Context: an optimization exercise on an open-source flow, tuned for small area, a short achievable clock period and few clock cycles per item. The choices shown serve that exercise and are no tape-out recipe. Only simulation tests tie the RTL to the original design; equivalence was not proved.

==> flow/design.v <==
`default_nettype none
package srpg_pkg;
    localparam int DIV_FRAC_BITS_DEF = 4;
    localparam int CLK_W             = 28;
    localparam int DIVISOR_W         = 32;
    localparam int DIV_INT_MAX       = 255;
    localparam int WRAP_MIN          = 10;
    localparam int WRAP_MAX          = 65535;
    typedef enum logic [1:0] {
        OP_START = 2'd0,
        OP_TICK  = 2'd1,
        OP_STOP  = 2'd2
    } opcode_t;
    typedef enum logic [1:0] {
        REG_MAX_RATE      = 2'd0,
        REG_RAMP_STEP     = 2'd1,
        REG_RAMP_INTERVAL = 2'd2,
        REG_SYS_CLOCK     = 2'd3
    } reg_index_t;
    typedef struct packed {
        logic        forward;
        logic [15:0] requested_rate;
        logic [31:0] now_ms;
        logic [1:0]  opcode;
    } item_t;
    typedef struct packed {
        logic [15:0] max_rate;
        logic [15:0] ramp_step;
        logic [15:0] ramp_interval_ms;
    } ramp_cfg_t;
    typedef struct packed {
        logic [15:0] rate;
        logic        direction;
        logic        reprog;
    } ramp_status_t;
endpackage
`default_nettype wire
`default_nettype none
`default_nettype wire
`default_nettype none
`default_nettype wire
`default_nettype none
module stepper_ramp_pwm_rate_generator_top (
    input  wire logic        clk,
    input  wire logic        rst_n,
    input  wire logic        cfg_we,
    input  wire logic [1:0]  cfg_addr,
    input  wire logic [27:0] cfg_wdata,
    input  wire logic        s_tvalid,
    output logic             s_tready,
    input  wire logic [55:0] s_tdata,
    output logic             m_tvalid,
    input  wire logic        m_tready,
    output logic [63:0]      m_tdata
);
    logic [15:0] max_rate_reg;
    logic [15:0] ramp_step_reg;
    logic [15:0] ramp_interval_reg;
    logic [27:0] sys_clock_reg;
    always_ff @(posedge clk or negedge rst_n)
    begin
        if (!rst_n)
        begin
            max_rate_reg      <= 16'd65535;
            ramp_step_reg     <= 16'd100;
            ramp_interval_reg <= 16'd10;
            sys_clock_reg     <= 28'd125000000;
        end
        else if (cfg_we)
        begin
            case (cfg_addr)
                2'd0:    max_rate_reg      <= cfg_wdata[15:0];
                2'd1:    ramp_step_reg     <= cfg_wdata[15:0];
                2'd2:    ramp_interval_reg <= cfg_wdata[15:0];
                default: sys_clock_reg     <= cfg_wdata;
            endcase
        end
    end
    logic [1:0]  in_op;
    logic [31:0] in_now;
    logic [15:0] in_req;
    logic        in_fwd;
    assign in_op  = s_tdata[1:0];
    assign in_now = s_tdata[33:2];
    assign in_req = s_tdata[49:34];
    assign in_fwd = s_tdata[50];
    logic        running_reg;
    logic        below_reg;    
    logic [15:0] cur_reg;
    logic [15:0] tgt_reg;
    logic [31:0] last_reg;
    logic        dir_reg;
    logic        reprog_reg;
    logic [1:0]  vis_reg;      
    logic        pre_ok;       
    logic        f_need;       
    logic        f_tick;       
    logic        f_req_lt;     
    logic        f_sc_lt;      
    logic        f_sum_ge;     
    logic        step_lt_max;
    logic [15:0] step_clamp;
    logic [16:0] sum;
    always_comb
    begin
        step_lt_max = ramp_step_reg < max_rate_reg;
        step_clamp  = step_lt_max ? ramp_step_reg : max_rate_reg;
        sum         = {1'b0, cur_reg} + {1'b0, ramp_step_reg};
    end
    logic accept;
    always_ff @(posedge clk or negedge rst_n)
    begin
        if (!rst_n)
            vis_reg <= '0;
        else if (s_tvalid && !accept)
            vis_reg <= (vis_reg == 2'd2) ? vis_reg : vis_reg + 2'd1;
        else
            vis_reg <= '0;
    end
    assign pre_ok = (vis_reg != 2'd0);
    logic        el_bw_reg;
    logic        el_ge_reg;
    logic        el_sg_reg;
    logic [16:0] el_c;
    always_comb
    begin
        if (vis_reg == 2'd0)
            el_c = {1'b0, in_now[15:0]} - {1'b0, last_reg[15:0]};
        else
            el_c = {1'b0, in_now[31:16]} - {1'b0, last_reg[31:16]} - {16'd0, el_bw_reg};
    end
    always_ff @(posedge clk)
    begin
        if (vis_reg == 2'd0)
        begin
            el_bw_reg <= el_c[16];
            el_ge_reg <= el_c[15:0] >= ramp_interval_reg;
        end
        else if (vis_reg == 2'd1)
        begin
            el_ge_reg <= el_ge_reg || (el_c[14:0] != 15'd0);
            el_sg_reg <= el_c[15];
        end
    end
    assign f_tick = f_need && (vis_reg == 2'd2) && el_ge_reg && !el_sg_reg;
    always_ff @(posedge clk)
    begin
        f_need    <= (in_op == 2'd1) && running_reg && below_reg;
        f_req_lt  <= in_req < max_rate_reg;
        f_sc_lt   <= step_clamp < in_req;
        f_sum_ge  <= sum >= {1'b0, tgt_reg};
    end
    logic [15:0] req_clamp;
    logic [15:0] start_rate;
    logic [15:0] tick_rate;
    logic [15:0] rate_next;
    always_comb
    begin
        req_clamp  = f_req_lt ? in_req : max_rate_reg;
        start_rate = (f_req_lt && !f_sc_lt) ? in_req : step_clamp;
        tick_rate  = f_sum_ge ? tgt_reg : sum[15:0];
        case (in_op)
            2'd0:    rate_next = start_rate;
            2'd1:    rate_next = f_tick ? tick_rate : cur_reg;
            2'd2:    rate_next = 16'd0;
            default: rate_next = cur_reg;
        endcase
    end
    logic        mwr_reg;      
    always_ff @(posedge clk or negedge rst_n)
    begin
        if (!rst_n)
            mwr_reg <= 1'b0;
        else if (cfg_we && (cfg_addr == 2'd0) && running_reg)
            mwr_reg <= 1'b1;
        else if (accept && !in_op[0])
            mwr_reg <= 1'b0;
    end
    always_ff @(posedge clk or negedge rst_n)
    begin
        if (!rst_n)
        begin
            running_reg <= 1'b0;
            cur_reg     <= '0;
            dir_reg     <= 1'b0;
            reprog_reg  <= 1'b0;
        end
        else if (accept)
        begin
            case (in_op)
                2'd0:
                begin
                    running_reg <= 1'b1;
                    dir_reg     <= in_fwd;
                    reprog_reg  <= 1'b1;
                end
                2'd1:
                begin
                    reprog_reg <= f_tick;
                end
                2'd2:
                begin
                    running_reg <= 1'b0;
                    reprog_reg  <= 1'b1;
                end
                default:
                begin
                    reprog_reg <= 1'b0;
                end
            endcase
            cur_reg <= rate_next;
        end
    end
    always_ff @(posedge clk)
    begin
        if (accept && (in_op == 2'd0))
        begin
            below_reg <= f_req_lt ? f_sc_lt : step_lt_max;
            tgt_reg   <= req_clamp;
            last_reg  <= in_now;
        end
        else if (accept && f_tick)
        begin
            below_reg <= !f_sum_ge;
            last_reg  <= in_now;
        end
    end
    logic        jmp_reg;      
    logic        clp_reg;      
    logic        pl_reg;       
    logic        jump;         
    logic        load;         
    logic        z_reg;        
    logic        ov_reg;       
    logic        dcl_pend;     
    logic        dcl_reg;      
    logic        lowm_reg;     
    logic        full_reg;     
    logic        busy_reg;
    logic        chk_reg;      
    logic        fin_reg;
    logic [2:0]  cnt_reg;      
    logic [2:0]  last_grp;     
    logic [15:0] den_reg;
    logic [17:0] den3_reg;     
    logic [15:0] den_next;
    logic [1:0]  lp_reg;       
    logic [1:0]  lc_reg;       
    logic [1:0]  lcode;        
    logic        spec_reg;     
    logic        sload;        
    logic        rst_reg;      
    logic        hit;          
    logic [15:0] rem_spec;
    logic [15:0] rem_reg;
    logic [27:0] quo_reg;
    logic [3:0]  nb_reg;       
    logic        top_f;        
    logic        done;         
    logic        hold;         
    logic [31:0] dividend;
    assign dividend = {sys_clock_reg, 4'b0000};
    assign last_grp = lowm_reg ? 3'd1 : (full_reg ? 3'd0 : 3'd3);
    assign top_f    = (quo_reg[3:0] == 4'hf);
    logic        zero;
    logic        ovf;
    logic        fit24;
    logic        fit20;
    logic        fit16;
    always_comb
    begin
        zero  = (den_reg == 16'd0);
        ovf   = (den_reg[15:4] == 12'd0) && (sys_clock_reg[27:24] >= den_reg[3:0]);
        fit24 = (den_reg[15:8] != 8'd0) || (sys_clock_reg[27:20] < den_reg[7:0]);
        fit20 = (den_reg[15:12] != 4'd0) || (sys_clock_reg[27:16] < den_reg[11:0]);
        fit16 = (clp_reg ? max_rate_reg : sys_clock_reg[27:12]) < den_reg;
    end
    logic [15:0] rem_c;
    logic [3:0]  qb_c;
    logic [17:0] sh;
    logic [18:0] d1;
    logic [18:0] d2;
    logic [18:0] d3;
    always_comb
    begin
        rem_c = rem_reg;
        for (int i = 1; i >= 0; i--)
        begin
            sh = {rem_c, nb_reg[2*i+1], nb_reg[2*i]};
            d1 = {1'b0, sh} - {3'b000, den_reg};
            d2 = {1'b0, sh} - {2'b00, den_reg, 1'b0};
            d3 = {1'b0, sh} - {1'b0, den3_reg};
            if (!d3[18])
            begin
                qb_c[2*i+1 -: 2] = 2'd3;
                rem_c            = d3[15:0];
            end
            else if (!d2[18])
            begin
                qb_c[2*i+1 -: 2] = 2'd2;
                rem_c            = d2[15:0];
            end
            else if (!d1[18])
            begin
                qb_c[2*i+1 -: 2] = 2'd1;
                rem_c            = d1[15:0];
            end
            else
            begin
                qb_c[2*i+1 -: 2] = 2'd0;
                rem_c            = sh[15:0];
            end
        end
    end
    logic [2:0]  cnt_next;
    logic [15:0] rem_jmp;
    function automatic logic [15:0] rem_at(input logic [1:0] code, input logic [27:0] sc);
        case (code)
            2'd0:    rem_at = sc[27:12];
            2'd1:    rem_at = {4'd0, sc[27:16]};
            2'd2:    rem_at = {8'd0, sc[27:20]};
            default: rem_at = {12'd0, sc[27:24]};
        endcase
    endfunction
    always_comb
    begin
        lcode    = fit16 ? 2'd0 : (fit20 ? 2'd1 : (fit24 ? 2'd2 : 2'd3));
        rem_jmp  = rem_at(lcode, sys_clock_reg);
        rem_spec = rem_at(lp_reg, sys_clock_reg);
        hit      = spec_reg && (lcode == lp_reg);
        if (sload)
            cnt_next = {1'b0, lp_reg} + 3'd3;
        else if (jump && !hit)
            cnt_next = {1'b0, lcode} + 3'd3;
        else
            cnt_next = cnt_reg - 3'd1;
        if (chk_reg && top_f)
            den_next = dcl_reg ? max_rate_reg : cur_reg;
        else if (load)
            den_next = rate_next;
        else if (clp_reg && fit16)
            den_next = max_rate_reg;
        else
            den_next = den_reg;
    end
    assign sload = load;
    always_ff @(posedge clk or negedge rst_n)
    begin
        if (!rst_n)
        begin
            lp_reg   <= 2'd1;
            spec_reg <= 1'b0;
        end
        else
        begin
            spec_reg <= sload;
            if (jump && !(zero || ovf))
                lp_reg <= lcode;
        end
    end
    always_ff @(posedge clk)
    begin
        nb_reg   <= dividend[{cnt_next, 2'b11} -: 4];
        den_reg  <= den_next;
        den3_reg <= {2'b00, den_next} + {1'b0, den_next, 1'b0};
        if (sload)
            rem_reg <= rem_spec;
        else if (jump && !hit)
            rem_reg <= rem_jmp;
        else
            rem_reg <= rem_c;
        if (!hold)
            quo_reg <= {quo_reg[23:0], qb_c};
        if (jump || zfast)
        begin
            if (!rst_reg)
                dcl_reg <= dcl_pend;
            z_reg    <= zero || zfast;
            ov_reg   <= ovf;
            lowm_reg <= fit16 || fit20;
            full_reg <= rst_reg;
            lc_reg   <= lcode;
        end
        if (load)
            dcl_pend <= 1'b0;
        else if (clp_reg && fit16)
            dcl_pend <= 1'b1;
    end
    logic [15:0] qw;
    logic [15:0] wlow;
    logic [11:0] qx;
    logic        cc;
    logic [12:0] dv;
    logic        hi;
    logic [11:0] div_o;
    logic [15:0] wrap_o;
    logic [27:0] qm;           
    always_comb
    begin
        qm    = quo_reg;
        if (!full_reg && !lc_reg[0])
            qm[15:12] = 4'd0;
        if (lc_reg != 2'd3)
            qm[27:24] = 4'd0;
        qw    = qm[15:0];
        wlow  = (qw < 16'd11) ? 16'd10 : qw - 16'd1;
        qx    = full_reg ? qm[27:16] : qm[15:4];
        cc    = full_reg && (qm[11:0] >= ~qx);
        dv    = {1'b0, qx} + {12'd0, cc};
        hi    = ov_reg || (dv > 13'd4080);
        if (lowm_reg)
        begin
            div_o  = 12'd16;
            wrap_o = wlow;
        end
        else
        begin
            div_o  = hi ? 12'd4080 : dv[11:0];
            wrap_o = (hi || !cc) ? 16'd65535 : 16'd65534;
        end
    end
    logic        mv_reg;
    logic        o_en;
    logic [11:0] o_div;
    logic [15:0] o_wrap;
    logic [15:0] o_rate;
    logic        o_dir;
    logic        o_rep;
    logic        cap;
    logic        ready_in;     
    logic        need_c;
    logic        zero_c;
    logic        zfast;
    assign need_c   = (in_op == 2'd0) || ((in_op == 2'd1) && running_reg && below_reg);
    assign zero_c   = (in_op == 2'd2) || ((in_op != 2'd0) && !f_tick && (cur_reg == 16'd0));
    assign ready_in = !need_c || (pre_ok && (!f_need || (vis_reg == 2'd2)));
    assign done     = fin_reg || (chk_reg && !top_f);
    assign cap      = done && (!mv_reg || m_tready);
    assign hold     = done && !cap;
    assign s_tready = ready_in && !hold && !(chk_reg && top_f)
                      && (pl_reg || (!busy_reg && !jmp_reg));
    assign accept   = s_tvalid && s_tready;
    assign zfast    = accept && !pl_reg && zero_c;
    assign load     = (accept && !pl_reg && !zero_c)
                      || (s_tvalid && ready_in && !pl_reg && busy_reg
                          && (cnt_reg == last_grp));
    assign jump     = jmp_reg && !clp_reg && (!pl_reg || accept) && !hold;
    always_ff @(posedge clk or negedge rst_n)
    begin
        if (!rst_n)
        begin
            jmp_reg  <= 1'b0;
            clp_reg  <= 1'b0;
            pl_reg   <= 1'b0;
            rst_reg  <= 1'b0;
            busy_reg <= 1'b0;
            chk_reg  <= 1'b0;
            fin_reg  <= 1'b0;
            cnt_reg  <= '0;
            mv_reg   <= 1'b0;
        end
        else
        begin
            if (load)
            begin
                jmp_reg <= 1'b1;
                clp_reg <= in_op[0] && mwr_reg;
            end
            else
            begin
                if (jump)
                    jmp_reg <= 1'b0;
                clp_reg <= 1'b0;
            end
            if (load && !accept)
                pl_reg <= 1'b1;
            else if (accept)
                pl_reg <= 1'b0;
            if (chk_reg && top_f)
            begin
                jmp_reg <= 1'b1;
                clp_reg <= 1'b0;
                pl_reg  <= 1'b0;
                rst_reg <= 1'b1;
            end
            else if (jump)
                rst_reg <= 1'b0;
            cnt_reg <= cnt_next;
            chk_reg <= 1'b0;
            if (cap)
                fin_reg <= 1'b0;
            else if (chk_reg && !top_f)
                fin_reg <= 1'b1;
            if (jump)
            begin
                busy_reg <= !(zero || ovf);
                fin_reg  <= zero || ovf;
            end
            else if (zfast)
                fin_reg  <= 1'b1;
            else if (busy_reg && (cnt_reg == last_grp))
            begin
                busy_reg <= 1'b0;
                if (lowm_reg || full_reg)
                    fin_reg <= 1'b1;
                else
                    chk_reg <= 1'b1;
            end
            if (cap)
                mv_reg <= 1'b1;
            else if (m_tready)
                mv_reg <= 1'b0;
        end
    end
    always_ff @(posedge clk)
    begin
        if (cap)
        begin
            o_en   <= !z_reg;
            o_div  <= z_reg ? 12'd0 : div_o;
            o_wrap <= z_reg ? 16'd0 : wrap_o;
            o_rate <= cur_reg;
            o_dir  <= dir_reg;
            o_rep  <= reprog_reg;
        end
    end
    assign m_tvalid = mv_reg;
    assign m_tdata  = {2'b00, o_rep, o_dir, o_rate, o_wrap[15:1], o_wrap,
                       o_div, o_en};
endmodule
`default_nettype wire
==> flow/flow/run.sh <==
#!/bin/bash
# Standard layout, except that the port buffers are the smallest plain
# buffer (buf_1) instead of the delay buffer buffer_ports picks by default.
set -euo pipefail
export BUFFER_PORTS_ARGS="-buffer_cell sky130_fd_sc_hd__buf_1"
bash standard.sh > orfs_make.log 2>&1
==> flow/standard.sh <==
#!/bin/bash
# synth_recipe.tcl (not shown) runs the flow's synth.tcl, then flattens the netlist and writes it again
# the make line also repeats each setting of config.mk as NAME=value (left out here)
make -C /OpenROAD-flow-scripts/flow DESIGN_CONFIG=/design/flow/config.mk WORK_HOME=/design/flow/orfs CLKGATE_MAP_FILE= SYNTH_SCRIPT=/design/flow/synth_recipe.tcl "${@:-finish}"
==> flow/config.mk <==
export PLATFORM = sky130hd
export DESIGN_NAME = stepper_ramp_pwm_rate_generator_top
export DESIGN_NICKNAME = stepper_ramp_pwm_rate_generator_top
export VERILOG_FILES = /design/flow/design.v
export SDC_FILE = /design/flow/constraint.sdc
export NUM_CORES = 4
export LEC_CHECK = 0
export CAP_MARGIN = 20
export CORE_MARGIN = 2
export CORE_UTILIZATION = 40
export CTS_BUF_LIST = sky130_fd_sc_hd__clkbuf_4 sky130_fd_sc_hd__clkbuf_8
export CTS_CLUSTER_SIZE = 30
export SETUP_SLACK_MARGIN = 2.5
export SLEW_MARGIN = 20
==> flow/constraint.sdc <==
create_clock -name core_clock -period 8.0 [get_ports {clk}]
set_input_delay 1.6000 -clock core_clock [delete_from_list [all_inputs] [get_ports {clk}]]
set_output_delay 1.6000 -clock core_clock [all_outputs]
set_load 0.01 [all_outputs]
==> impl_metrics.env, run 1 <==
export IMPL_nNetsFinal=3553
export IMPL_largest_reg_flops=32
export IMPL_drv_slew=0
export IMPL_r2r_slack_ps=2460
export IMPL_initialDrtViolationCount=1957
export IMPL_relSlewSlack=0.278
export IMPL_tightest_slew_ps=1080
export IMPL_worst_hold_slack_ps=442
export IMPL_synthMuxAreaShare=0.0551
export IMPL_place_gp_congestion=1.03
export IMPL_clock_path_buffers=3
export IMPL_initial_core_util=0.404
export IMPL_path_max_fanout=13
export IMPL_path_cells="clkinvlp_4, ha_4, or4_4, a21oi_4, o21ai_2, a31oi_2, o21a_4, buf_4, buf_4, mux2_2, o21ai_0, o21a_1, a31oi_1, ha_1, a21o_1, a41oi_2, o21ai_2, buf_4, nand2_1, nand2_1, nor4bb_2"
export IMPL_synth_seq_area_share=0.310
export IMPL_rsz0062_at_grt="yes"
export IMPL_clock_sinks=304
export IMPL_finalWorstSetupSlack_ps=2460
export IMPL_synthCells=2901
export IMPL_ys_flop_type="edfxtp_1"
export IMPL_synth_top_cell_area_share=0.155
export IMPL_crit_family="compound AO/OA/AOI/OAI gates"
export IMPL_synth_fa_ha_area_frac=0.162
export IMPL_worst_r2r_path_depth=21
export IMPL_grt_usage=0.267
export IMPL_yosysWarnings=1
export IMPL_synthMostInstantiatedCell="ha_1"
export IMPL_timing_rr_start="max_rate_reg[13]$_DFFE_PN1P_"
export IMPL_yosys_top_cells_area="edfxtp_1 (16%), ha_1 (15%), dfrtp_1 (7.4%), dfxtp_1 (4.5%), o21ai_0 (4.1%)"
export IMPL_core_um2=64200
export IMPL_hpwl_um=70700
export IMPL_post_route_period_util=0.693
export IMPL_drc=0
export IMPL_grt_pass1_vias=22800
export IMPL_rows=93
export IMPL_synth_xor_area_frac=0.0439
export IMPL_setup_tns_ps=0
export IMPL_synth_compound_area_frac=0.226
export IMPL_hp_class="reg -> reg"
export IMPL_critPathRequiredTime_ps=8570
export IMPL_yosys_area_share_simple=0.146
export IMPL_crit_cells=21
export IMPL_syn_area_um2=25900
export IMPL_root_buffer="clkbuf_8"
export IMPL_synth_seq_cells=304
export IMPL_gr_total_overflow=0
export IMPL_cpPeakStageDelay_ps=610
export IMPL_grt_pass1_wl_um=138000
export IMPL_yosys_area_top_type="edfxtp_1"
export IMPL_n_antenna_cell=0
export IMPL_cp_endpoint="den3_reg[16]$_DFF_P_"
export IMPL_placed_area_um2=27500
export IMPL_cp_startpoint="max_rate_reg[13]$_DFFE_PN1P_"
export IMPL_min_period_ps=5540
export IMPL_cts_buffers=56
export IMPL_worst_ep_arrival_time_ps=6110
export IMPL_path_clk_slew_ps=60
export IMPL_critPathMostFrequentCell="buf_4"
export IMPL_r2r_end="den3_reg[16]$_DFF_P_"
export IMPL_final_area_um2=30600
export IMPL_grt_max_degree=66
export IMPL_path_buf_inv=4
export IMPL_critical_path_class="reg -> reg"
export IMPL_fp_dieH_um=259
export IMPL_postCtsHoldBufs=0
export IMPL_syn_avg_cell_area_um2=8.94
export IMPL_die_w_um=259
export IMPL_fmax_ghz=0.180
export IMPL_async_reset_ff_frac=0.368
export IMPL_wl_per_cell_um=22.9
export IMPL_cts_tree="done"
export IMPL_crit_slowest_cell="dfstp_2"
export IMPL_detail_route_antenna_nets=0
export IMPL_port_buffers=149
export IMPL_num_vias=23800
export IMPL_cts_htree_levels=2
export IMPL_syn_to_final_growth_pct=18.1
export IMPL_start_kind="register"
export IMPL_drive_gt1_frac=0.185
export IMPL_io_pins=157
export IMPL_synth_edf_count=134
export IMPL_vias_per_cell=5.90
export IMPL_antenna_found_initial=0
export IMPL_synth_commonest_cells="ha_1 (318), inv_1 (246), nand2_1 (234)"
export IMPL_die_area_um2=66900
export IMPL_finalHoldViolations=0
export IMPL_first_pass_iters=9
export IMPL_clk_latency_ps=690
export IMPL_drt_total_wl_um=92400
export IMPL_yosysUniqueCellTypes=108
export IMPL_synth_top_family_by_area="compound AO/OA/AOI/OAI gates"
export IMPL_cp_end_kind="register"
export IMPL_fin_skew_ps=38.7
export IMPL_outcome="complete, no violations"
export IMPL_cap_violations=0
export IMPL_finalSetupViolCount=0
export IMPL_preCtsSetupSlack_ps=1210
## layout make-up
class / instances / area [um2]
clock inverters: 15 / 211
well taps: 855 / 1070
fillers: 6259 / 33600
flip-flops and latches: 304 / 8060
multi-input cells: 2231 / 17400
inverters: 247 / 962
repair buffers: 293 / 1750
clock buffers: 90 / 1130
## cells in the final DEF, fill, tap and decap left out, types with 16 or more instances in the layout
master | Yosys | final
a211oi_1 | 36 | 28
a21o_1 | 67 | 66
a21oi_1 | 190 | 173
a221oi_1 | 22 | 19
a31oi_1 | 51 | 48
and3_1 | 34 | 34
buf_1 | 6 | 148
buf_4 | 22 | 119
buf_6 | 2 | 23
clkbuf_4 | 0 | 18
clkbuf_8 | 0 | 73
dfrtp_1 | 77 | 76
dfstp_2 | 35 | 34
dfxtp_1 | 58 | 48
edfxtp_1 | 134 | 134
ha_1 | 318 | 292
ha_4 | 0 | 19
inv_1 | 246 | 226
mux2_2 | 94 | 92
mux2i_1 | 37 | 37
nand2_1 | 234 | 230
nand2b_1 | 42 | 41
nand3_1 | 57 | 57
nand4_1 | 21 | 21
nor2_1 | 144 | 138
nor2b_1 | 32 | 30
nor3_1 | 61 | 59
nor4_1 | 29 | 26
o211ai_1 | 38 | 38
o21a_1 | 52 | 51
o21ai_0 | 213 | 202
o21bai_1 | 16 | 16
o31ai_1 | 22 | 16
or2_2 | 16 | 16
or3_1 | 16 | 16
xnor2_1 | 86 | 85
xor2_1 | 44 | 44
## cell families after synthesis
kind of cell / Yosys count
compound gates: 880
xor+xnor: 130
fa+ha+maj: 329
buf+inv: 367
flops: 304
mux: 131
other cells: 1
simple gates: 759
## metal layers
metal	routed length (um)	GRT usage	vias up
met3	6830	0.0369	203
met4	3800	0.0997	0
met2	42100	0.438	934
met5	0	0	-
met1	39600	0.359	11400
li1	-	-	11200
## worst min-delay path by stage
stage,slack [ps],endpoint,cells past startpoint,from
final,440,dcl_reg$_DFFE_PP_,0,dcl_pend$_SDFFE_PN0P_
after global routing,440,quo_reg[24]$_DFFE_PN_,0,quo_reg[20]$_DFFE_PN_
after CTS,430,quo_reg[24]$_DFFE_PN_,0,quo_reg[20]$_DFFE_PN_
after detailed placement,420,dcl_reg$_DFFE_PP_,0,dcl_pend$_SDFFE_PN0P_
after global placement,420,dcl_reg$_DFFE_PP_,0,dcl_pend$_SDFFE_PN0P_
after floorplan,410,dcl_reg$_DFFE_PP_,0,dcl_pend$_SDFFE_PN0P_
## worst register-to-register path, delay by kind of cell, from the launching register on
kind,cells,cell delay [ps]
flip-flops,1,610
adder cells (fa/ha/maj),2,670
AND/OR/NAND/NOR,4,830
multiplexers,1,380
buffers and inverters,4,680
AO/OA/AOI/OAI,10,2260
## metrics by stage
| step | std cells | util |
|---|---|---|
| floorplan | 2902 | - |
| global placement | 3837 | 0.428 |
| detailed placement | 3837 | 0.428 |
| CTS | 3996 | 0.463 |
| global route | 4035 | 0.477 |
| finish | 4035 | 0.477 |
## what timing repair did
action	in CTS	in global routing
pin swaps	37	61
endpoints found under the setup margin	28	25
resized for setup	123	116
setup buffers	54	39
Testbench counts, summed over its fixed seeds: cycles 6,290, items 2,000.
==> run 2, diff against run 1 <==
--- a/flow/design.v
+++ b/flow/design.v
@@ -249,7 +249,6 @@
     logic [1:0]  lcode;        
     logic        spec_reg;     
     logic        sload;        
-    logic        rst_reg;      
     logic        hit;          
     logic [15:0] rem_spec;
     logic [15:0] rem_reg;
@@ -332,6 +331,8 @@
             cnt_next = {1'b0, lp_reg} + 3'd3;
         else if (jump && !hit)
             cnt_next = {1'b0, lcode} + 3'd3;
+        else if (chk_reg && top_f)
+            cnt_next = cnt_reg;
         else
             cnt_next = cnt_reg - 3'd1;
         if (chk_reg && top_f)
@@ -343,7 +344,7 @@
         else
             den_next = den_reg;
     end
-    assign sload = load;
+    assign sload = load && !(busy_reg && !lowm_reg && !full_reg);
     always_ff @(posedge clk or negedge rst_n)
     begin
         if (!rst_n)
@@ -367,20 +368,21 @@
             rem_reg <= rem_spec;
         else if (jump && !hit)
             rem_reg <= rem_jmp;
-        else
+        else if (!(chk_reg && top_f))
             rem_reg <= rem_c;
-        if (!hold)
+        if (!hold && !(chk_reg && top_f))
             quo_reg <= {quo_reg[23:0], qb_c};
         if (jump || zfast)
         begin
-            if (!rst_reg)
-                dcl_reg <= dcl_pend;
+            dcl_reg  <= dcl_pend;
             z_reg    <= zero || zfast;
             ov_reg   <= ovf;
             lowm_reg <= fit16 || fit20;
-            full_reg <= rst_reg;
+            full_reg <= 1'b0;
             lc_reg   <= lcode;
         end
+        else if (chk_reg && top_f)
+            full_reg <= 1'b1;
         if (load)
             dcl_pend <= 1'b0;
         else if (clp_reg && fit16)
@@ -452,7 +454,6 @@
             jmp_reg  <= 1'b0;
             clp_reg  <= 1'b0;
             pl_reg   <= 1'b0;
-            rst_reg  <= 1'b0;
             busy_reg <= 1'b0;
             chk_reg  <= 1'b0;
             fin_reg  <= 1'b0;
@@ -478,13 +479,10 @@
                 pl_reg <= 1'b0;
             if (chk_reg && top_f)
             begin
-                jmp_reg <= 1'b1;
+                jmp_reg <= 1'b0;
                 clp_reg <= 1'b0;
                 pl_reg  <= 1'b0;
-                rst_reg <= 1'b1;
             end
-            else if (jump)
-                rst_reg <= 1'b0;
             cnt_reg <= cnt_next;
             chk_reg <= 1'b0;
             if (cap)
@@ -498,6 +496,8 @@
             end
             else if (zfast)
                 fin_reg  <= 1'b1;
+            else if (chk_reg && top_f)
+                busy_reg <= 1'b1;
             else if (busy_reg && (cnt_reg == last_grp))
             begin
                 busy_reg <= 1'b0;
==> flow/run.sh (new file) <==
#!/bin/bash
# synth_recipe.tcl (not shown) runs the flow's synth.tcl, then flattens the netlist and writes it again
# the make line also repeats each setting of config.mk as NAME=value (left out here)
make -C /OpenROAD-flow-scripts/flow DESIGN_CONFIG=/design/flow/config.mk WORK_HOME=/design/flow/orfs CLKGATE_MAP_FILE= SYNTH_SCRIPT=/design/flow/synth_recipe.tcl finish
--- a/flow/config.mk
+++ b/flow/config.mk
@@ -5,10 +5,11 @@
 export SDC_FILE = /design/flow/constraint.sdc
 export NUM_CORES = 4
 export LEC_CHECK = 0
+export ABC_CLOCK_PERIOD_IN_PS = 5000
 export CAP_MARGIN = 20
 export CORE_MARGIN = 2
 export CORE_UTILIZATION = 40
 export CTS_BUF_LIST = sky130_fd_sc_hd__clkbuf_4 sky130_fd_sc_hd__clkbuf_8
 export CTS_CLUSTER_SIZE = 30
-export SETUP_SLACK_MARGIN = 2.5
+export SETUP_SLACK_MARGIN = 3.0
 export SLEW_MARGIN = 20
removed: flow/flow/run.sh
removed: flow/standard.sh
==> impl_metrics.env, run 2 <==
export IMPL_utilization=0.528
export IMPL_place_gp_congestion=0.980
export IMPL_path_max_fanout=5
export IMPL_fin_skew_ps=48.7
export IMPL_met3WireLength_um=6110
export IMPL_fillCellCount=5482
export IMPL_cts_buffers=57
export IMPL_core_um2=62700
export IMPL_drt_met1_wl_um=36300
export IMPL_wl_met2_um=40800
export IMPL_grt_max_degree=72
export IMPL_cts_htree_levels=2
export IMPL_top_layer="met4"
export IMPL_grt_usage=0.262
export IMPL_min_period_ps=5410
export IMPL_syn_avg_cell_area_um2=9.17
export IMPL_synth_top_cell_area_share=0.177
export IMPL_nNetsFinal=3553
export IMPL_initialDrtViolationCount=1796
export IMPL_post_route_period_util=0.676
export IMPL_synthMostInstantiatedCell="ha_1"
export IMPL_seq_area_um2=8190
export IMPL_final_area_um2=33100
export IMPL_detail_route_antenna_nets=0
export IMPL_critical_path_class="reg -> reg"
export IMPL_outcome="complete, no violations"
export IMPL_drive_gt1_frac=0.272
export IMPL_die_w_um=255
export IMPL_clk_latency_ps=670
export IMPL_layout_commonest_cell="ha_1"
export IMPL_grt_pass1_vias=22900
export IMPL_yosys_top_cells_area="edfxtp_1 (18%), ha_1 (16%), dfrtp_1 (7.5%), mux2_2 (5.5%), a21oi_1 (3.9%)"
export IMPL_rows=92
export IMPL_syn_to_final_growth_pct=31.4
export IMPL_fp_dieH_um=255
export IMPL_synth_seq_area_share=0.323
export IMPL_synth_seq_cells=303
export IMPL_start_kind="register"
export IMPL_relSlewSlack=0.240
export IMPL_hp_class="reg -> reg"
export IMPL_die_area_um2=65100
export IMPL_finalSetupViolCount=0
export IMPL_antenna_found_initial=2
export IMPL_tightest_slew_ps=1140
export IMPL_hpwl_um=62100
export IMPL_multiInputGateArea_um2=17800
export IMPL_fmax_ghz=0.185
export IMPL_rsz0062_at_grt="yes"
export IMPL_port_buffers=149
export IMPL_setup_tns_ps=0
export IMPL_root_buffer="clkbuf_8"
export IMPL_path_clk_slew_ps=60
export IMPL_io_pins=157
export IMPL_yosysUniqueCellTypes=99
export IMPL_synth_edf_count=149
export IMPL_placed_area_um2=27700
export IMPL_worst_r2r_path_depth=25
export IMPL_syn_area_um2=25200
export IMPL_yosys_area_top_type="edfxtp_1"
export IMPL_yosysWarnings=1
export IMPL_postCtsHoldBufs=0
export IMPL_num_vias=23200
export IMPL_wl_per_cell_um=21.9
export IMPL_finalHoldViolations=0
export IMPL_grt_pass1_wl_um=132000
export IMPL_vias_per_cell=5.75
export IMPL_critPathRequiredTime_ps=8490
export IMPL_cap_violations=0
export IMPL_final_cell_mix="ha_1 (267), inv_1 (222), buf_4 (207), nand2_1 (203), nor2_1 (171)"
export IMPL_gr_total_overflow=0
export IMPL_drv_slew=0
export IMPL_first_pass_iters=7
export IMPL_clock_sinks=303
export IMPL_drc=0
export IMPL_largest_reg_flops=32
export IMPL_synth_commonest_cells="ha_1 (318), inv_1 (241), nand2_1 (213)"
export IMPL_cp_end_kind="register"
export IMPL_drt_total_wl_um=88300
export IMPL_ys_flop_type="edfxtp_1"
export IMPL_cts_tree="done"
export IMPL_min_path_cells=0
export IMPL_worst_ep_arrival_time_ps=5900
export IMPL_initial_core_util=0.402
export IMPL_synthCells=2750
export IMPL_async_reset_ff_frac=0.366
export IMPL_clock_path_buffers=3
run 2: changes by cell type in the layout (fill, tap and decap cells not counted), moves of 25 or more:
cell / before / now
clkdlybuf4s50_1: 0 / 143
a31oi_1: 48 / 19
ha_1: 292 / 267
nand2_1: 230 / 203
buf_1: 148 / 0
nor2_1: 138 / 171
buf_4: 119 / 207
o21ai_0: 202 / 144
run 2: cells by family after synthesis:
| group | after synthesis | synth area share |
|---|---|---|
| XOR/XNOR | 143 | 0.0497 |
| multiplexers | 169 | 0.0732 |
| buffers and inverters | 344 | 0.0553 |
| adder cells (fa/ha/maj) | 329 | 0.167 |
| AND/OR/NAND/NOR | 684 | 0.130 |
| AO/OA/AOI/OAI | 777 | 0.202 |
| other | 1 | 0.000149 |
| flip-flops | 303 | 0.323 |
run 2: final cells by class:
class	instances	share of cell area
tap	846	0.0319
multi-input combinational	2110	0.536
sequential	303	0.247
antenna	2	0.000151
clock buffer	86	0.0323
clock inverter	22	0.00491
timing repair buffer	419	0.119
inverter	242	0.0284
run 2: worst paths after layout:
check,start,to,slack (ps)
max,den_reg[12]$_DFF_P_,rem_reg[0]$_DFFE_PP_,2590
min,dcl_pend$_SDFFE_PN0P_,dcl_reg$_DFFE_PP_,440
max reg2reg,den_reg[12]$_DFF_P_,rem_reg[0]$_DFFE_PP_,2590
min reg2reg,dcl_pend$_SDFFE_PN0P_,dcl_reg$_DFFE_PP_,440
max in group asynchronous,rst_n,clp_reg$_DFF_PN0_,5560
min in group asynchronous,rst_n,ramp_interval_reg[2]$_DFFE_PN0P_,930
run 2: what timing repair did:
item / CTS / global route
setup buffers: 169 / 63
pin swaps: 99 / 115
gates cloned: 11 / 0
gates resized for setup: 275 / 187
setup endpoints to repair: 64 / 46
run 2: stage by stage:
step                      worst slack, ps  hold slack [ps]  instances
after global routing                 2460              447       4029
after floorplan                      2890              409       2751
final                                2590              437       4030
after CTS                            2820              433       3965
after detailed placement             1190              428       3677
after global placement               1300              421       3677
run 2: critical path, cell delays in order (launching register included):
cell	delay, ps
dfxtp_4	370
clkinvlp_4	220
buf_6	200
ha_4	280
nand2_2	60
o21a_1	220
and2_4	140
a22o_4	230
o21ai_4	240
buf_12	150
buf_12	110
a211oi_2	40
a21oi_1	160
a21oi_2	110
ha_1	340
o21ai_2	180
nor2b_1	330
a2111oi_4	70
o31a_1	330
o21ai_1	150
nand2b_1	160
buf_4	180
or2_4	220
a21o_4	250
mux2_4	320
a21oi_4	170
run 2: routing by layer:
metal | GRT usage | vias up
met3 | 0.0458 | 269
li1 | - | 10800
met5 | 0 | -
met1 | 0.329 | 11200
met2 | 0.431 | 858
met4 | 0.135 | 0
Testbench counts of run 2, summed over its fixed seeds: cycles 6,419, items 2,000.
==> run 3, diff against run 2 <==
--- a/flow/design.v
+++ b/flow/design.v
@@ -227,7 +227,10 @@
     end
     logic        jmp_reg;      
     logic        clp_reg;      
-    logic        pl_reg;       
+    logic        ocap_reg;     
+    logic        ypd_reg;      
+    logic        yclp_reg;     
+    logic        reload;       
     logic        jump;         
     logic        load;         
     logic        z_reg;        
@@ -242,6 +245,7 @@
     logic [2:0]  cnt_reg;      
     logic [2:0]  last_grp;     
     logic [15:0] den_reg;
+    logic [15:0] o_rate;       
     logic [17:0] den3_reg;     
     logic [15:0] den_next;
     logic [1:0]  lp_reg;       
@@ -249,6 +253,7 @@
     logic [1:0]  lcode;        
     logic        spec_reg;     
     logic        sload;        
+    logic        rst_reg;      
     logic        hit;          
     logic [15:0] rem_spec;
     logic [15:0] rem_reg;
@@ -331,12 +336,12 @@
             cnt_next = {1'b0, lp_reg} + 3'd3;
         else if (jump && !hit)
             cnt_next = {1'b0, lcode} + 3'd3;
-        else if (chk_reg && top_f)
-            cnt_next = cnt_reg;
         else
             cnt_next = cnt_reg - 3'd1;
         if (chk_reg && top_f)
-            den_next = dcl_reg ? max_rate_reg : cur_reg;
+            den_next = dcl_reg ? max_rate_reg : (ocap_reg ? o_rate : cur_reg);
+        else if (reload)
+            den_next = cur_reg;
         else if (load)
             den_next = rate_next;
         else if (clp_reg && fit16)
@@ -344,7 +349,7 @@
         else
             den_next = den_reg;
     end
-    assign sload = load && !(busy_reg && !lowm_reg && !full_reg);
+    assign sload = load;
     always_ff @(posedge clk or negedge rst_n)
     begin
         if (!rst_n)
@@ -368,21 +373,20 @@
             rem_reg <= rem_spec;
         else if (jump && !hit)
             rem_reg <= rem_jmp;
-        else if (!(chk_reg && top_f))
+        else
             rem_reg <= rem_c;
-        if (!hold && !(chk_reg && top_f))
+        if (!hold)
             quo_reg <= {quo_reg[23:0], qb_c};
         if (jump || zfast)
         begin
-            dcl_reg  <= dcl_pend;
+            if (!rst_reg)
+                dcl_reg <= dcl_pend;
             z_reg    <= zero || zfast;
             ov_reg   <= ovf;
             lowm_reg <= fit16 || fit20;
-            full_reg <= 1'b0;
+            full_reg <= rst_reg;
             lc_reg   <= lcode;
         end
-        else if (chk_reg && top_f)
-            full_reg <= 1'b1;
         if (load)
             dcl_pend <= 1'b0;
         else if (clp_reg && fit16)
@@ -425,7 +429,6 @@
     logic        o_en;
     logic [11:0] o_div;
     logic [15:0] o_wrap;
-    logic [15:0] o_rate;
     logic        o_dir;
     logic        o_rep;
     logic        cap;
@@ -433,27 +436,32 @@
     logic        need_c;
     logic        zero_c;
     logic        zfast;
+    logic        early;        
+    logic        direct;       
     assign need_c   = (in_op == 2'd0) || ((in_op == 2'd1) && running_reg && below_reg);
     assign zero_c   = (in_op == 2'd2) || ((in_op != 2'd0) && !f_tick && (cur_reg == 16'd0));
     assign ready_in = !need_c || (pre_ok && (!f_need || (vis_reg == 2'd2)));
     assign done     = fin_reg || (chk_reg && !top_f);
     assign cap      = done && (!mv_reg || m_tready);
     assign hold     = done && !cap;
-    assign s_tready = ready_in && !hold && !(chk_reg && top_f)
-                      && (pl_reg || (!busy_reg && !jmp_reg));
+    assign early    = busy_reg && (cnt_reg == last_grp) && !zero_c && !ocap_reg
+                      && (!mv_reg || m_tready);
+    assign direct   = !busy_reg && !jmp_reg && !(chk_reg && top_f) && !hold;
+    assign s_tready = ready_in && !ypd_reg && (early || direct);
     assign accept   = s_tvalid && s_tready;
-    assign zfast    = accept && !pl_reg && zero_c;
-    assign load     = (accept && !pl_reg && !zero_c)
-                      || (s_tvalid && ready_in && !pl_reg && busy_reg
-                          && (cnt_reg == last_grp));
-    assign jump     = jmp_reg && !clp_reg && (!pl_reg || accept) && !hold;
+    assign zfast    = accept && zero_c;
+    assign reload   = ypd_reg && cap;
+    assign load     = (accept && !zero_c) || reload;
+    assign jump     = jmp_reg && !clp_reg && !hold && !(chk_reg && top_f);
     always_ff @(posedge clk or negedge rst_n)
     begin
         if (!rst_n)
         begin
             jmp_reg  <= 1'b0;
             clp_reg  <= 1'b0;
-            pl_reg   <= 1'b0;
+            ocap_reg <= 1'b0;
+            ypd_reg  <= 1'b0;
+            rst_reg  <= 1'b0;
             busy_reg <= 1'b0;
             chk_reg  <= 1'b0;
             fin_reg  <= 1'b0;
@@ -465,7 +473,7 @@
             if (load)
             begin
                 jmp_reg <= 1'b1;
-                clp_reg <= in_op[0] && mwr_reg;
+                clp_reg <= reload ? yclp_reg : (in_op[0] && mwr_reg);
             end
             else
             begin
@@ -473,15 +481,24 @@
                     jmp_reg <= 1'b0;
                 clp_reg <= 1'b0;
             end
-            if (load && !accept)
-                pl_reg <= 1'b1;
-            else if (accept)
-                pl_reg <= 1'b0;
+            if (accept && busy_reg)
+                ocap_reg <= 1'b1;
+            else if (cap)
+                ocap_reg <= 1'b0;
             if (chk_reg && top_f)
             begin
-                jmp_reg <= 1'b0;
+                jmp_reg <= 1'b1;
                 clp_reg <= 1'b0;
-                pl_reg  <= 1'b0;
+                rst_reg <= 1'b1;
+                if (jmp_reg)
+                    ypd_reg <= 1'b1;
+            end
+            else
+            begin
+                if (jump)
+                    rst_reg <= 1'b0;
+                if (reload)
+                    ypd_reg <= 1'b0;
             end
             cnt_reg <= cnt_next;
             chk_reg <= 1'b0;
@@ -496,8 +513,6 @@
             end
             else if (zfast)
                 fin_reg  <= 1'b1;
-            else if (chk_reg && top_f)
-                busy_reg <= 1'b1;
             else if (busy_reg && (cnt_reg == last_grp))
             begin
                 busy_reg <= 1'b0;
@@ -514,11 +529,16 @@
     end
     always_ff @(posedge clk)
     begin
+        if (accept)
+            yclp_reg <= in_op[0] && mwr_reg;
         if (cap)
         begin
             o_en   <= !z_reg;
             o_div  <= z_reg ? 12'd0 : div_o;
             o_wrap <= z_reg ? 16'd0 : wrap_o;
+        end
+        if ((cap && !ocap_reg) || (accept && busy_reg))
+        begin
             o_rate <= cur_reg;
             o_dir  <= dir_reg;
             o_rep  <= reprog_reg;
==> flow/flow/run.sh (new file) <==
#!/bin/bash
# Standard layout, except that the port buffers are the smallest plain
# buffer (buf_1) instead of the delay buffer buffer_ports picks by default.
set -euo pipefail
export BUFFER_PORTS_ARGS="-buffer_cell sky130_fd_sc_hd__buf_1"
bash standard.sh > orfs_make.log 2>&1
==> flow/standard.sh (new file) <==
#!/bin/bash
# synth_recipe.tcl (not shown) runs the flow's synth.tcl, then flattens the netlist and writes it again
# the make line also repeats each setting of config.mk as NAME=value (left out here)
make -C /OpenROAD-flow-scripts/flow DESIGN_CONFIG=/design/flow/config.mk WORK_HOME=/design/flow/orfs CLKGATE_MAP_FILE= SYNTH_SCRIPT=/design/flow/synth_recipe.tcl "${@:-finish}"
--- a/flow/config.mk
+++ b/flow/config.mk
@@ -5,11 +5,10 @@
 export SDC_FILE = /design/flow/constraint.sdc
 export NUM_CORES = 4
 export LEC_CHECK = 0
-export ABC_CLOCK_PERIOD_IN_PS = 5000
 export CAP_MARGIN = 20
 export CORE_MARGIN = 2
 export CORE_UTILIZATION = 40
 export CTS_BUF_LIST = sky130_fd_sc_hd__clkbuf_4 sky130_fd_sc_hd__clkbuf_8
 export CTS_CLUSTER_SIZE = 30
-export SETUP_SLACK_MARGIN = 3.0
+export SETUP_SLACK_MARGIN = 2.0
 export SLEW_MARGIN = 20
removed: flow/run.sh
==> impl_metrics.env, run 3 <==
export IMPL_largest_reg_flops=32
export IMPL_path_buf_inv=4
export IMPL_fillCellCount=6329
export IMPL_clock_path_buffers=3
export IMPL_post_route_period_util=0.728
export IMPL_critical_path_class="reg -> reg"
export IMPL_drc=0
export IMPL_crit_family="compound AO/OA/AOI/OAI gates"
export IMPL_core_um2=65500
export IMPL_drt_total_wl_um=92500
export IMPL_relSlewSlack=0.307
export IMPL_die_w_um=261
export IMPL_yosysUniqueCellTypes=105
export IMPL_cts_buffers=58
export IMPL_outcome="complete, no violations"
export IMPL_drive_gt1_frac=0.143
export IMPL_critPathRequiredTime_ps=8570
export IMPL_finalSetupViolCount=0
export IMPL_fmax_ghz=0.172
export IMPL_wl_per_cell_um=22.8
export IMPL_antenna_found_initial=6
export IMPL_fin_cells=4052
export IMPL_worst_ep_arrival_time_ps=6390
export IMPL_path_max_fanout=8
export IMPL_postCtsHoldBufs=0
export IMPL_place_gp_congestion=0.943
export IMPL_clk_latency_ps=690
export IMPL_syn_area_um2=26400
export IMPL_grt_max_degree=77
export IMPL_rows=94
export IMPL_min_period_ps=5820
export IMPL_vias_per_cell=5.92
export IMPL_yosys_area_top_type="edfxtp_1"
export IMPL_fp_dieH_um=261
export IMPL_dp_cells=3889
export IMPL_final_cell_mix="ha_1 (313), nand2_1 (227), inv_1 (217), o21ai_0 (207), a21oi_1 (196)"
export IMPL_gr_total_overflow=0
export IMPL_tightest_slew_ps=1040
export IMPL_start_kind="register"
export IMPL_hpwl_um=70800
export IMPL_cts_htree_levels=2
export IMPL_finalHoldViolations=0
export IMPL_initialDrtViolationCount=1873
export IMPL_io_pins=157
export IMPL_hp_class="reg -> reg"
export IMPL_cts_tree="done"
export IMPL_synth_edf_count=135
export IMPL_synth_seq_cells=306
export IMPL_setup_tns_ps=0
export IMPL_port_buffers=149
export IMPL_async_reset_ff_frac=0.369
export IMPL_synthMostInstantiatedCell="ha_1"
export IMPL_rsz0062_at_grt="yes"
export IMPL_syn_avg_cell_area_um2=8.94
export IMPL_clock_sinks=306
export IMPL_cp_end_kind="register"
export IMPL_layout_commonest_cell="ha_1"
export IMPL_root_buffer="clkbuf_8"
export IMPL_synthCells=2953
export IMPL_path_clk_slew_ps=60
export IMPL_path_cells="inv_1, ha_2, and3_1, and2_1, nand2_1, a21oi_2, o21ai_2, o21ai_0, buf_4, mux2_2, inv_2, ha_1, nor2b_4, o31a_1, o41a_1, a311oi_4, a211oi_2, o32ai_4, buf_12, a21oi_4, a221o_1, a41o_1, o2bb2ai_1"
export IMPL_first_pass_iters=9
export IMPL_yosys_top_cells_area="edfxtp_1 (15%), ha_1 (15%), dfrtp_1 (7.4%), dfxtp_1 (4.4%), mux2_2 (4.4%)"
export IMPL_yosysWarnings=1
export IMPL_num_vias=24000
export IMPL_syn_to_final_growth_pct=13.5
export IMPL_drv_slew=0
export IMPL_synth_seq_area_share=0.306
export IMPL_cap_violations=0
export IMPL_die_area_um2=68100
export IMPL_fin_skew_ps=29.8
export IMPL_grt_usage=0.266
export IMPL_detail_route_antenna_nets=0
export IMPL_synth_top_cell_area_share=0.154
export IMPL_cpPeakStageDelay_ps=490
export IMPL_ys_flop_type="edfxtp_1"
export IMPL_crit_slowest_cell="ha_2"
export IMPL_grt_pass1_wl_um=140000
export IMPL_initial_core_util=0.403
export IMPL_grt_pass1_vias=23600
export IMPL_synth_commonest_cells="ha_1 (318), nand2_1 (229), inv_1 (227)"
export IMPL_nNetsFinal=3555
run 3: final timing paths:
kind / startpoint / endpoint / slack [ps] / cells past startpoint
max in group asynchronous: rst_n / sys_clock_reg[20]$_DFFE_PN1P_ / 5820 / 3
min reg2reg: quo_reg[20]$_DFFE_PN_ / quo_reg[24]$_DFFE_PN_ / 440 / 0
max: den_reg[11]$_DFF_P_ / rem_reg[10]$_DFF_P_ / 2180 / 23
min in group asynchronous: rst_n / ypd_reg$_DFFE_PN0P_ / 950 / 1
min: quo_reg[20]$_DFFE_PN_ / quo_reg[24]$_DFFE_PN_ / 440 / 0
max reg2reg: den_reg[11]$_DFF_P_ / rem_reg[10]$_DFF_P_ / 2180 / 23
run 3: cell families after synthesis:
kind of cell,count (synthesis),synth area share
AND/OR/NAND/NOR,771,0.144
AO/OA/AOI/OAI,932,0.238
adder cells (fa/ha/maj),329,0.159
flip-flops,306,0.306
buffers and inverters,350,0.0536
other,1,0.000142
XOR/XNOR,128,0.0425
multiplexers,136,0.0564
run 3: what timing repair did:
action | in CTS | in global routing
pin swaps | 7 | 13
endpoints found under the setup margin | 23 | 23
buffers inserted | 7 | 40
cloned | 1 | 1
resized for setup | 16 | 60
run 3: layout make-up:
| class | count | area, um2 | area share |
|---|---|---|---|
| multi-input cells | 2300 | 17200 | 0.573 |
| repair buffers | 238 | 1310 | 0.0438 |
| inverters | 231 | 893 | 0.0298 |
| diodes | 3 | 7.51 | 0.000251 |
| clock buffers | 97 | 1170 | 0.0391 |
| well taps | 864 | 1080 | 0.0361 |
| clock inverters | 13 | 219 | 0.00731 |
| flip-flops and latches | 306 | 8100 | 0.270 |
run 3: stage by stage:
stage | area [um2] | utilization | setup slack (ps) | hold slack [ps]
after global routing | 29900 | 0.457 | 1930 | 469
after global placement | 27800 | 0.425 | 1310 | 425
after floorplan | 26400 | - | 2020 | 409
after detailed placement | 27800 | 0.425 | 1310 | 427
after CTS | 29400 | 0.448 | 2000 | 444
final | 30000 | 0.457 | 2180 | 443
run 3: per-layer routing:
metal | share of wire | vias to the layer above | GRT usage
met1 | 0.42 | 11600 | 0.338
met3 | 0.065 | 228 | 0.0384
li1 | - | 11300 | -
met5 | 0.00036 | - | 0
met4 | 0.046 | 6 | 0.110
met2 | 0.47 | 879 | 0.453
Testbench counts of run 3, summed over its fixed seeds: cycles 6,059, items 2,000.
==> run 4, diff against run 3 <==
--- a/flow/config.mk
+++ b/flow/config.mk
@@ -10,5 +10,5 @@
 export CORE_UTILIZATION = 40
 export CTS_BUF_LIST = sky130_fd_sc_hd__clkbuf_4 sky130_fd_sc_hd__clkbuf_8
 export CTS_CLUSTER_SIZE = 30
-export SETUP_SLACK_MARGIN = 2.0
+export SETUP_SLACK_MARGIN = 2.5
 export SLEW_MARGIN = 20
==> impl_metrics.env, run 4 <==
export IMPL_outcome="complete, no violations"
export IMPL_finalWorstSetupSlack_ps=2560
export IMPL_syn_to_final_growth_pct=18.0
export IMPL_fillCellCount=6271
export IMPL_multiInputGateArea_um2=17800
export IMPL_rows=94
export IMPL_seq_area_um2=8130
export IMPL_critPathRequiredTime_ps=8530
export IMPL_synth_seq_cells=306
export IMPL_gr_total_overflow=0
export IMPL_finalHoldViolations=0
export IMPL_grt_pass1_wl_um=143000
export IMPL_timing_rr_start="den3_reg[6]$_DFF_P_"
export IMPL_hp_class="reg -> reg"
export IMPL_largest_reg_flops=32
export IMPL_cts_tree="done"
export IMPL_worst_r2r_path_depth=24
export IMPL_synthMostInstantiatedCell="ha_1"
export IMPL_place_gp_congestion=0.964
export IMPL_drive_gt1_frac=0.194
export IMPL_vias_per_cell=5.96
export IMPL_start_kind="register"
export IMPL_core_um2=65500
export IMPL_die_w_um=261
export IMPL_finalSetupViolCount=0
export IMPL_initial_core_util=0.403
export IMPL_synthMuxAreaShare=0.0564
export IMPL_wl_per_cell_um=23.3
export IMPL_rsz0062_at_grt="yes"
export IMPL_yosys_area_share_simple=0.144
export IMPL_cts_buffers=57
export IMPL_root_buffer="clkbuf_8"
export IMPL_fmax_ghz=0.184
export IMPL_synth_commonest_cells="ha_1 (318), nand2_1 (229), inv_1 (227)"
export IMPL_clock_sinks=306
export IMPL_io_pins=157
export IMPL_layout_commonest_cell="ha_1"
export IMPL_yosys_top_cells_area="edfxtp_1 (15%), ha_1 (15%), dfrtp_1 (7.4%), dfxtp_1 (4.4%), mux2_2 (4.4%)"
export IMPL_synth_seq_area_share=0.306
export IMPL_synthCells=2953
export IMPL_clock_path_buffers=3
export IMPL_clk_latency_ps=680
export IMPL_drc=0
export IMPL_yosysWarnings=1
export IMPL_n_antenna_cell=0
export IMPL_fin_skew_ps=45.2
export IMPL_synth_top_family_by_area="compound AO/OA/AOI/OAI gates"
export IMPL_hold_start="dir_reg$_DFFE_PN0P_"
export IMPL_cp_end_kind="register"
export IMPL_die_area_um2=68100
export IMPL_cap_violations=0
export IMPL_post_route_period_util=0.680
export IMPL_drv_slew=0
export IMPL_initialDrtViolationCount=1835
export IMPL_cts_htree_levels=2
export IMPL_worst_ep_arrival_time_ps=5970
export IMPL_min_period_ps=5440
export IMPL_synth_xor_area_frac=0.0425
export IMPL_min_path_cells=0
export IMPL_path_clk_slew_ps=60
export IMPL_synth_compound_area_frac=0.238
export IMPL_critical_path_class="reg -> reg"
export IMPL_port_buffers=149
export IMPL_tightest_slew_ps=1010
export IMPL_syn_avg_cell_area_um2=8.94
export IMPL_grt_max_degree=53
export IMPL_hpwl_um=71400
export IMPL_fp_dieH_um=261
export IMPL_async_reset_ff_frac=0.369
export IMPL_synth_top_cell_area_share=0.154
export IMPL_first_pass_iters=8
export IMPL_grt_pass1_vias=24200
export IMPL_preCtsSetupSlack_ps=1410
export IMPL_num_vias=24600
export IMPL_final_cell_mix="ha_1 (289), nand2_1 (227), o21ai_0 (200), inv_1 (196), a21oi_1 (185)"
export IMPL_cp_startpoint="den3_reg[6]$_DFF_P_"
export IMPL_synth_fa_ha_area_frac=0.159
export IMPL_ys_flop_type="edfxtp_1"
export IMPL_syn_area_um2=26400
export IMPL_relSlewSlack=0.323
export IMPL_setup_tns_ps=0
export IMPL_path_max_fanout=7
export IMPL_detail_route_antenna_nets=0
export IMPL_nNetsFinal=3635
export IMPL_drt_total_wl_um=96200
export IMPL_yosys_area_top_type="edfxtp_1"
export IMPL_antenna_found_initial=1
export IMPL_synth_edf_count=135
export IMPL_yosysUniqueCellTypes=105
export IMPL_grt_usage=0.274
## run 4: cell counts after synthesis
Identical to the previous run, type by type.
## run 4: kinds of logic after synthesis
| family | count (synthesis) |
|---|---|
| other | 1 |
| adders and majority gates | 329 |
| DFF | 306 |
| buffers and inverters | 350 |
| xor gates and xnor gates | 128 |
| and+or+nand+nor | 771 |
| AOI/OAI and AO/OA | 932 |
| muxes | 136 |
## run 4: repair_timing
action	4_1_cts	5_1_grt
pin swaps	34	55
endpoints found under the setup margin	27	25
resized for setup	102	121
hold buffers	0	0
setup buffers	57	69
gates cloned	3	1
## run 4: cell type report
type / instances / share of cell area
Multi-Input combinational cell: 2299 / 0.571
Timing Repair inverter: 1 / 0.000161
Tap cell: 864 / 0.0347
Sequential cell: 306 / 0.261
Clock buffer: 84 / 0.0337
Clock inverter: 23 / 0.00659
Timing Repair Buffer: 319 / 0.0622
Inverter: 231 / 0.0305
## run 4: worst max-delay path: stages (launching register included)
cell and delay, ps:
dfxtp_1 310, inv_1 120, ha_1 370, o21a_1 240, and4_1 300, o211ai_1 150, a211oi_2 250, buf_4 160
nor2_2 40, o21ai_2 70, buf_6 150, mux2_4 320, inv_4 80, ha_4 200, nor2b_4 120, o31a_1 270
o41a_1 410, a311oi_4 370, a211oi_2 150, o32ai_4 250, buf_12 160, a21oi_4 50, a221o_1 390, a41o_1 230
o2bb2ai_2 120
## run 4: layer usage
metal,GRT usage,part of all wire
met1,0.347,0.42
met2,0.457,0.47
met3,0.0390,0.063
met4,0.136,0.055
met5,0,0.00012
## run 4: final timing paths
check | to | slack [ps]
max | rem_reg[10]$_DFF_P_ | 2560
min | o_dir$_DFFE_PP_ | 450
max reg2reg | rem_reg[10]$_DFF_P_ | 2560
min reg2reg | o_dir$_DFFE_PP_ | 450
max in group asynchronous | sys_clock_reg[18]$_DFFE_PN0P_ | 5510
min in group asynchronous | busy_reg$_DFFE_PN0P_ | 800
## run 4: metrics by stage
step	utilization	std cells	hold WS, ps	instance area (um2)
after floorplan	-	2954	409	26500
after global placement	0.425	3890	427	27900
after detailed placement	0.425	3890	439	27900
final	0.476	4127	448	31200
after global routing	0.476	4127	468	31200
after CTS	0.458	4057	431	30000
==> run 5, diff against run 4 <==
--- a/flow/design.v
+++ b/flow/design.v
@@ -409,7 +409,7 @@
         if (lc_reg != 2'd3)
             qm[27:24] = 4'd0;
         qw    = qm[15:0];
-        wlow  = (qw < 16'd11) ? 16'd10 : qw - 16'd1;
+        wlow  = ((qw < 16'd11) ? 16'd11 : qw) - 16'd1;
         qx    = full_reg ? qm[27:16] : qm[15:4];
         cc    = full_reg && (qm[11:0] >= ~qx);
         dv    = {1'b0, qx} + {12'd0, cc};
==> impl_metrics.env, run 5 <==
export IMPL_setup_tns_ps=0
export IMPL_start_kind="register"
export IMPL_dp_cells=3762
export IMPL_fin_skew_ps=56.1
export IMPL_synth_top_cell_area_share=0.159
export IMPL_ys_flop_type="edfxtp_1"
export IMPL_rows=92
export IMPL_core_um2=63100
export IMPL_fin_cells=3957
export IMPL_fp_dieH_um=257
export IMPL_wl_per_cell_um=21.9
export IMPL_yosysWarnings=1
export IMPL_grt_max_degree=73
export IMPL_cts_buffers=57
export IMPL_critPathRequiredTime_ps=8530
export IMPL_r2r_slack_ps=2440
export IMPL_min_period_ps=5560
export IMPL_syn_area_um2=25500
export IMPL_crit_family="compound AO/OA/AOI/OAI gates"
export IMPL_first_pass_iters=8
export IMPL_initialDrtViolationCount=1728
export IMPL_async_reset_ff_frac=0.369
export IMPL_hold_path_end="quo_reg[25]$_DFFE_PN_"
export IMPL_outcome="complete, no violations"
export IMPL_synthCells=2842
export IMPL_cp_startpoint="den_reg[8]$_DFF_P_"
export IMPL_clock_sinks=306
export IMPL_path_cells="clkinvlp_4, buf_6, ha_4, and3_4, a221o_1, a211o_1, o21ai_2, nand2_2, o21ai_2, buf_6, nor2_4, a21oi_4, ha_4, nor2b_4, o31a_1, o211a_1, o31a_1, o221ai_2, o21ai_1, a211o_1, o21bai_4, mux2_4, a221oi_2, nor2_1"
export IMPL_initial_core_util=0.405
export IMPL_io_pins=157
export IMPL_largest_reg_flops=32
export IMPL_cts_htree_levels=2
export IMPL_cpPeakStageDelay_ps=370
export IMPL_fmax_ghz=0.180
export IMPL_syn_to_final_growth_pct=16.6
export IMPL_die_w_um=257
export IMPL_clk_latency_ps=690
export IMPL_r2r_end="rem_reg[4]$_DFF_P_"
export IMPL_timing_rr_start="den_reg[8]$_DFF_P_"
export IMPL_cts_tree="done"
export IMPL_cap_violations=0
export IMPL_min_path_cells=0
export IMPL_worst_ep_arrival_time_ps=6090
export IMPL_drive_gt1_frac=0.162
export IMPL_drc=0
export IMPL_tightest_slew_ps=1040
export IMPL_drt_total_wl_um=86800
export IMPL_drv_slew=0
export IMPL_final_cell_mix="ha_1 (301), inv_1 (230), nand2_1 (229), o21ai_0 (200), a21oi_1 (187)"
export IMPL_path_clk_slew_ps=60
export IMPL_critical_path_class="reg -> reg"
export IMPL_num_vias=23000
export IMPL_port_buffers=149
export IMPL_grt_pass1_vias=22400
export IMPL_layout_commonest_cell="ha_1"
export IMPL_crit_slowest_cell="dfxtp_4"
export IMPL_path_buf_inv=3
export IMPL_path_max_fanout=5
export IMPL_relSlewSlack=0.306
export IMPL_synth_commonest_cells="ha_1 (317), inv_1 (235), nand2_1 (233)"
export IMPL_yosys_area_top_type="edfxtp_1"
export IMPL_finalSetupViolCount=0
export IMPL_detail_route_antenna_nets=0
export IMPL_root_buffer="clkbuf_8"
export IMPL_die_area_um2=65800
export IMPL_hold_start="quo_reg[21]$_DFFE_PN_"
export IMPL_hp_class="reg -> reg"
export IMPL_yosys_top_cells_area="edfxtp_1 (16%), ha_1 (16%), dfrtp_1 (7.6%), dfxtp_1 (4.5%), o21ai_0 (4.4%)"
export IMPL_utilization=0.472
export IMPL_worst_r2r_path_depth=24
export IMPL_rsz0062_at_grt="yes"
export IMPL_n_antenna_cell=0
export IMPL_finalHoldViolations=0
export IMPL_synth_edf_count=135
export IMPL_syn_avg_cell_area_um2=8.98
export IMPL_hpwl_um=65300
export IMPL_synth_seq_cells=306
export IMPL_synthMostInstantiatedCell="ha_1"
export IMPL_place_gp_congestion=0.973
export IMPL_grt_usage=0.252
export IMPL_synth_seq_area_share=0.317
export IMPL_gr_total_overflow=0
export IMPL_cp_end_kind="register"
export IMPL_antenna_found_initial=3
export IMPL_vias_per_cell=5.82
export IMPL_clock_path_buffers=3
export IMPL_yosysUniqueCellTypes=90
export IMPL_grt_pass1_wl_um=130000
export IMPL_nNetsFinal=3482
export IMPL_post_route_period_util=0.695
==> run 5: layout make-up <==
type,instances,area [um2]
Fill cell,6134,33300
Multi-Input combinational cell,2195,16900
Clock buffer,90,1090
Inverter,237,905
Sequential cell,306,8110
Clock inverter,17,151
Timing Repair inverter,1,5.00
Timing Repair Buffer,265,1530
Tap cell,846,1060
==> run 5: what timing repair did <==
action / CTS / global route
endpoints found under the setup margin: 27 / 31
hold endpoints to repair: 0 / 0
hold buffers: 0 / 0
buffers inserted: 36 / 45
pin swaps: 21 / 55
cloned: 4 / 3
resized for setup: 95 / 113
==> run 5: kinds of logic (layout without fill, tap and decap cells) <==
kind of cell / Yosys count / in the layout / synth area share
XOR/XNOR: 132 / 132 / 0.0453
flip-flops: 306 / 306 / 0.317
AO/OA/AOI/OAI: 860 / 861 / 0.221
buffers and inverters: 345 / 610 / 0.0547
adder cells (fa/ha/maj): 328 / 328 / 0.164
multiplexers: 152 / 152 / 0.0646
other: 1 / 2 / 0.000147
AND/OR/NAND/NOR: 718 / 720 / 0.134
==> run 5: metrics by stage <==
step	worst slack [ps]	hold WS [ps]	area [um2]
6_report	2440	447	29800
5_1_grt	2290	445	29800
4_1_cts	2500	433	28900
3_5_place_dp	1200	443	27000
3_3_place_gp	1350	435	27000
2_1_floorplan	2510	409	25600
==> run 5: worst max path at each step <==
stage	cells after the start	slack, ps	endpoint
final	24	2440	rem_reg[4]$_DFF_P_
after CTS	25	2500	rem_reg[6]$_DFF_P_
after floorplan	24	2510	rem_reg[9]$_DFF_P_
after detailed placement	24	1200	rem_reg[3]$_DFF_P_
after global routing	24	2290	rem_reg[4]$_DFF_P_
after global placement	22	1350	rem_reg[15]$_DFF_P_
==> run 5: routing by layer <==
layer / wire (um) / global-route usage / vias up
li1: - / - / 10900
met1: 36400 / 0.320 / 11200
met2: 41700 / 0.432 / 733
met3: 4940 / 0.0337 / 220
met4: 3720 / 0.103 / 6
met5: 32 / 0 / -
Testbench counts of run 5, summed over its fixed seeds: cycles 6,059, items 2,000.

what the ideal ports hide:
The results above use ideal ports. As a check the final layouts listed here were re-extracted and re-timed, cells and wires unchanged.
Step 1, drivers: a clkbuf_16 drives clk and a buf_2 each remaining input, both assumed.
Step 2 times the ports against the registers' clock, not the clock port: input delays grow and output delays shrink by t, the midpoint of the rising clock arrivals with the driver on.
Slacks: ideal / step 1 / step 2; pairs: ideal / step 1.
| run | t (ns) | setup slack, ns | latest minus earliest clock arrival (ns) | worst register clock-pin slew, ns |
|---|---|---|---|---|
| run 1 | 0.718 | 2.455 / 2.455 / 1.930 | 0.040 / 0.040 | 0.07 / 0.07 |
| run 2 | 0.710 | 2.589 / 2.589 / 2.212 | 0.049 / 0.049 | 0.07 / 0.07 |
| run 3 | 0.738 | 2.178 / 2.178 / 1.543 | 0.030 / 0.030 | 0.07 / 0.07 |
| run 4 | 0.716 | 2.556 / 2.556 / 2.054 | 0.045 / 0.045 | 0.08 / 0.08 |
| run 5 | 0.718 | 2.443 / 2.443 / 2.010 | 0.057 / 0.056 | 0.08 / 0.08 |
After both steps setup and hold are still met in every run listed. The setup slack of run 3, which loses most, moves by 0.000 ns with the drivers and by -0.635 ns with both steps.
